Background: an optimization exercise with open tools, aiming at small area and a short achievable clock period. Do not read the settings as production practice. Only simulation tests tie the RTL to the original design; equivalence was not proved. Power and IR drop assume default switching activity.

// usb_data_buffer
module usb_data_buffer
#(
  parameter int unsigned DEPTH  = usb_pkg::USB_BUF_DEPTH,
  parameter int unsigned ADDR_W = usb_pkg::USB_BUF_ADDR_W
) (
  input  logic              clk,
  input  logic              n_rst,
  input  logic              flush,
  input  logic              clear,
  input  logic              store_rx_packet_data,
  input  logic [7:0]        rx_packet_data,
  input  logic              get_rx_data,
  input  logic              store_tx_data,
  input  logic [1:0]        data_size,
  input  logic [31:0]       tx_data,
  output logic [31:0]       rx_data,
  input  logic              get_tx_packet_data,
  output logic [7:0]        tx_packet_data,
  output logic [ADDR_W:0]   buffer_occupancy
);
==> flow/config.mk <==
export PLATFORM = sky130hd
export DESIGN_NAME = usb_data_buffer
export DESIGN_NICKNAME = usb_data_buffer
export VERILOG_FILES = /design/flow/design.v
export SDC_FILE = /design/flow/constraint.sdc
export NUM_CORES = 4
export LEC_CHECK = 0
export ABC_AREA = 1
export CAP_MARGIN = 20
export CORE_MARGIN = 2
export CORE_UTILIZATION = 45
export CTS_BUF_LIST = sky130_fd_sc_hd__clkbuf_8
export SETUP_SLACK_MARGIN = 3.5
export SLEW_MARGIN = 20
==> flow/constraint.sdc <==
create_clock -name core_clock -period 7.0 [get_ports {clk}]
set_input_delay 1.4000 -clock core_clock [delete_from_list [all_inputs] [get_ports {clk}]]
set_output_delay 1.4000 -clock core_clock [all_outputs]
set_load 0.01 [all_outputs]
standard.sh (not shown) runs the stock make flow with config.mk's settings and CLKGATE_MAP_FILE= SYNTH_SCRIPT=/design/flow/synth_recipe.tcl, a recipe that flattens the netlist after the stock synthesis.
==> flow/flow/run.sh <==
#!/bin/bash
# The standard ORFS layout, with one change: synthesis maps the logic with an
# area-oriented ABC script (flow/abc_area.script) instead of ORFS's, which
# upsizes and buffers every gate before placement. Timing repair after
# placement sizes up only the gates on paths that need it.
set -euo pipefail
here=$(pwd)
rm -rf "$here/scripts"
cp -r "$FLOW_HOME/scripts" "$here/scripts"
cp "$here/flow/abc_area.script" "$here/scripts/abc_area.script"
bash standard.sh SCRIPTS_DIR="$here/scripts" finish > "$here/orfs_make.log" 2>&1
==> flow/flow/abc_area.script <==
strash
&get -n
&fraig -x
&put
scorr
dc2
strash
&get -n
&dch -f
&nf -R 1000
&put
Change:
--- a/flow/design.v
+++ b/flow/design.v
@@ -171,58 +171,43 @@
     .DEPTH  (DEPTH),
     .ADDR_W (ADDR_W)
   ) u_mem (
     .clk_i      (clk),
     .waddr_i    (wr_ptr_q),
     .wlane_en_i (slot_free),
     .wdata_i    (push_data),
     .raddr_i    (rd_ptr_q + ADDR_W'(4)),
     .wbank_o    (wbank),
     .rbank_o    (rbank)
   );
   logic [3:0][7:0] win_q, win_d;
-  logic [3:0] rot_q, rot_d;
-  always_comb begin
-    rot_d = rot_q;
-    if (pop_oh[0]) rot_d = {rot_q[2:0], rot_q[3]};
-    if (pop_oh[1]) rot_d = {rot_q[1:0], rot_q[3:2]};
-    if (clr)       rot_d = 4'b0001;
-  end
-  always_ff @(posedge clk or negedge n_rst) begin
-    if (!n_rst) rot_q <= 4'b0001;
-    else        rot_q <= rot_d;
-  end
   for (genvar b = 0; b < 4; b++) begin : gen_win
-    logic [3:0] at;        
-    logic       popped, held, behind_held;
-    for (genvar j = 0; j < 4; j++) begin : gen_at
-      assign at[j] = rot_q[(b - j + 4) % 4];
-    end
-    assign popped      = pop_oh[2] || (pop_oh[1] && (at[0] || at[1])) || (pop_oh[0] && at[0]);
-    assign held        = |(at & occ_gt[3:0]);
-    assign behind_held = |(at & occ_gt[7:4]);
+    logic [1:0] pos;       
+    logic       popped;
+    assign pos    = 2'(b) - rd_ptr_q[1:0];
+    assign popped = pop_oh[2] || (pop_oh[1] && !pos[1]) || (pop_oh[0] && pos == 2'd0);
     always_comb begin
-      if (popped) win_d[b] = behind_held ? rbank[8*b +: 8] : wbank[8*b +: 8];
-      else        win_d[b] = held        ? win_q[b]         : wbank[8*b +: 8];
+      if (popped) win_d[b] = occ_gt[3'(pos) + 3'd4] ? rbank[8*b +: 8] : wbank[8*b +: 8];
+      else        win_d[b] = occ_gt[3'(pos)]        ? win_q[b]         : wbank[8*b +: 8];
     end
   end
   always_ff @(posedge clk) begin
     win_q <= win_d;
   end
   logic [3:0][7:0] lane;
   logic [3:0]      lane_on;
-  always_comb begin
-    lane = '0;
-    for (int k = 0; k < 4; k++)
-      for (int b = 0; b < 4; b++) lane[k] = lane[k] | (win_q[b] & {8{rot_q[(b - k + 4) % 4]}});
+  for (genvar k = 0; k < 4; k++) begin : gen_lane
+    logic [1:0] bank;
+    assign bank    = 2'(k) + rd_ptr_q[1:0];
+    assign lane[k] = win_q[bank];
   end
   assign lane_on[0] = occ_gt_q[0] && !(data_size[1] && data_size[0]);
   assign lane_on[1] = (occ_gt_q[1] && data_size[1] && !data_size[0]) ||
                       (occ_gt_q[1] && !data_size[1] && data_size[0]);
   assign lane_on[2] = occ_gt_q[2] && data_size[1] && !data_size[0];
   assign lane_on[3] = occ_gt_q[3] && data_size[1] && !data_size[0];
   for (genvar k = 0; k < 4; k++) begin : gen_rx
     assign rx_data[8*k +: 8] = lane_on[k] ? lane[k] : 8'h00;
   end
   assign tx_packet_data   = occ_gt_q[0] ? lane[0] : 8'h00;
   assign buffer_occupancy = occ_q;
 endmodule
Effect: The new run produced a clean layout. Cell count increases by about 4%. Worst setup slack is better by 45 ps. Total power increases by 2.4%. Non-clock buffer count increases by 45. Via count increases by 0.88%. Fmax increases by about 1.2%. Wire length increases by about 2.5%. Die area stays flat. Worst hold slack is better by 23 ps. First-iteration DRC count decreases by about 2.3%. Final area increases by about 3.3%.


run a:
Another version of the RTL of usb_data_buffer (not shown whole).
Size: ~1800 cells after synthesis, roughly 570 flip-flops, about 97 I/O pins, ~25000 µm² of cells after synthesis.
==> module usb_buffer_mem, before the edit <==
module usb_buffer_mem
#(
  parameter int unsigned DEPTH  = usb_pkg::USB_BUF_DEPTH,
  parameter int unsigned ADDR_W = usb_pkg::USB_BUF_ADDR_W
) (
  input  logic              clk_i,
  input  logic [ADDR_W-1:0] waddr_i,      
  input  logic [3:0]        wlane_en_i,   
  input  logic [31:0]       wdata_i,      
  input  logic [ADDR_W-1:0] raddr_i,      
  output logic [31:0]       wbank_o,      
  output logic [31:0]       rbank_o       
);
  localparam int unsigned Rows  = DEPTH / 4;
  localparam int unsigned RowW  = ADDR_W - 2;
  logic [7:0] bank_q [4][Rows];
  for (genvar b = 0; b < 4; b++) begin : gen_bank
    logic [1:0]      wlane;
    logic [RowW-1:0] wrow, rrow;
    logic [7:0]      wbyte;
    logic            wen;
    assign wlane = 2'(b) - waddr_i[1:0];
    assign wrow  = waddr_i[ADDR_W-1:2] + RowW'(2'(b) < waddr_i[1:0]);
    assign wbyte = wdata_i[8*wlane +: 8];
    assign wen   = wlane_en_i[wlane];
    assign rrow  = raddr_i[ADDR_W-1:2] + RowW'(2'(b) < raddr_i[1:0]);
    assign rbank_o[8*b +: 8] = bank_q[b][rrow];
    assign wbank_o[8*b +: 8] = wbyte;
    for (genvar r = 0; r < Rows; r++) begin : gen_row
      always_ff @(posedge clk_i) begin
        if (wen && wrow == RowW'(r)) bank_q[b][r] <= wbyte;
      end
    end
  end
endmodule
export LEC_CHECK = 0
export ABC_AREA = 1
export CAP_MARGIN = 20
export CORE_MARGIN = 2
export CORE_UTILIZATION = 45
export CTS_BUF_LIST = sky130_fd_sc_hd__clkbuf_8
export CTS_CLUSTER_DIAMETER = 50
export CTS_CLUSTER_SIZE = 16
export SETUP_SLACK_MARGIN = 3.5
export SLEW_MARGIN = 20
export SYNTH_HIERARCHICAL = 1
export SYNTH_MINIMUM_KEEP_SIZE = 0
create_clock -name core_clock -period 7.0 [get_ports {clk}]
Scripts as last shown in full above: flow/flow/run.sh, flow/flow/abc_area.script
Here is what was changed in the inputs of run b compared with run a.
diff --git a/flow/design.v b/flow/design.v
--- a/flow/design.v
+++ b/flow/design.v
@@ -45,7 +45,10 @@
     logic            wen;
     assign wlane = 2'(b) - waddr_i[1:0];
     assign wrow  = waddr_i[ADDR_W-1:2] + RowW'(2'(b) < waddr_i[1:0]);
-    assign wbyte = wdata_i[8*wlane +: 8];
+    always_comb begin
+      wbyte = '0;
+      for (int l = 0; l < 4; l++) wbyte = wbyte | (wdata_i[8*l +: 8] & {8{wlane == 2'(l)}});
+    end
     assign wen   = wlane_en_i[wlane];
     assign rrow  = raddr_i[ADDR_W-1:2] + RowW'(2'(b) < raddr_i[1:0]);
     assign rbank_o[8*b +: 8] = bank_q[b][rrow];
==> summary.txt <==
Going from run a to run b, area inside the core boundary went down about 0.4%, number of cells on the critical path went down 2. Power: run b draws more than run a. On die span in x, run a and run b are neck and neck. In run b, the routed wire length came out about 0.46% below the value in run a.

port drivers added, routing unchanged:
Ports are ideal in the flow. The routed layouts listed here were re-timed in OpenROAD.
Step 1 (the two cells are an assumption about what drives the block):
set clk [get_ports {clk}]
set_driving_cell -lib_cell sky130_fd_sc_hd__clkbuf_16 $clk
set_driving_cell -lib_cell sky130_fd_sc_hd__buf_2 [delete_from_list [all_inputs] $clk]
Step 2, shift: input delay + t, output delay - t, t = (earliest + latest rising clock arrival at the registers) / 2. This alone moves slack from input paths to output paths.
Three values: ideal, step 1, step 2; two values: the first two.
| run | t, ns | slack for setup (ns) | worst setup path after step 2 | clock arrival spread, ns | worst data-port slew with drivers (ns) |
|---|---|---|---|---|---|
| the first run of note 1 | 0.757 | 3.062 / 3.010 / 2.923 | input to register | 0.032 / 0.032 | 0.07 |
| the second run of note 1 | 0.745 | 3.107 / 3.048 / 2.764 | input to register | 0.048 / 0.048 | 0.06 |
| run a | 0.737 | 3.283 / 3.230 / 2.965 | input to register | 0.038 / 0.038 | 0.05 |
| run b | 0.726 | 3.204 / 3.152 / 2.880 | input to register | 0.051 / 0.051 | 0.05 |
After both steps every run listed still meets setup and hold. The setup slack of the second run of note 1, which loses most, moves by -0.059 ns with the drivers and by -0.343 ns with both steps.
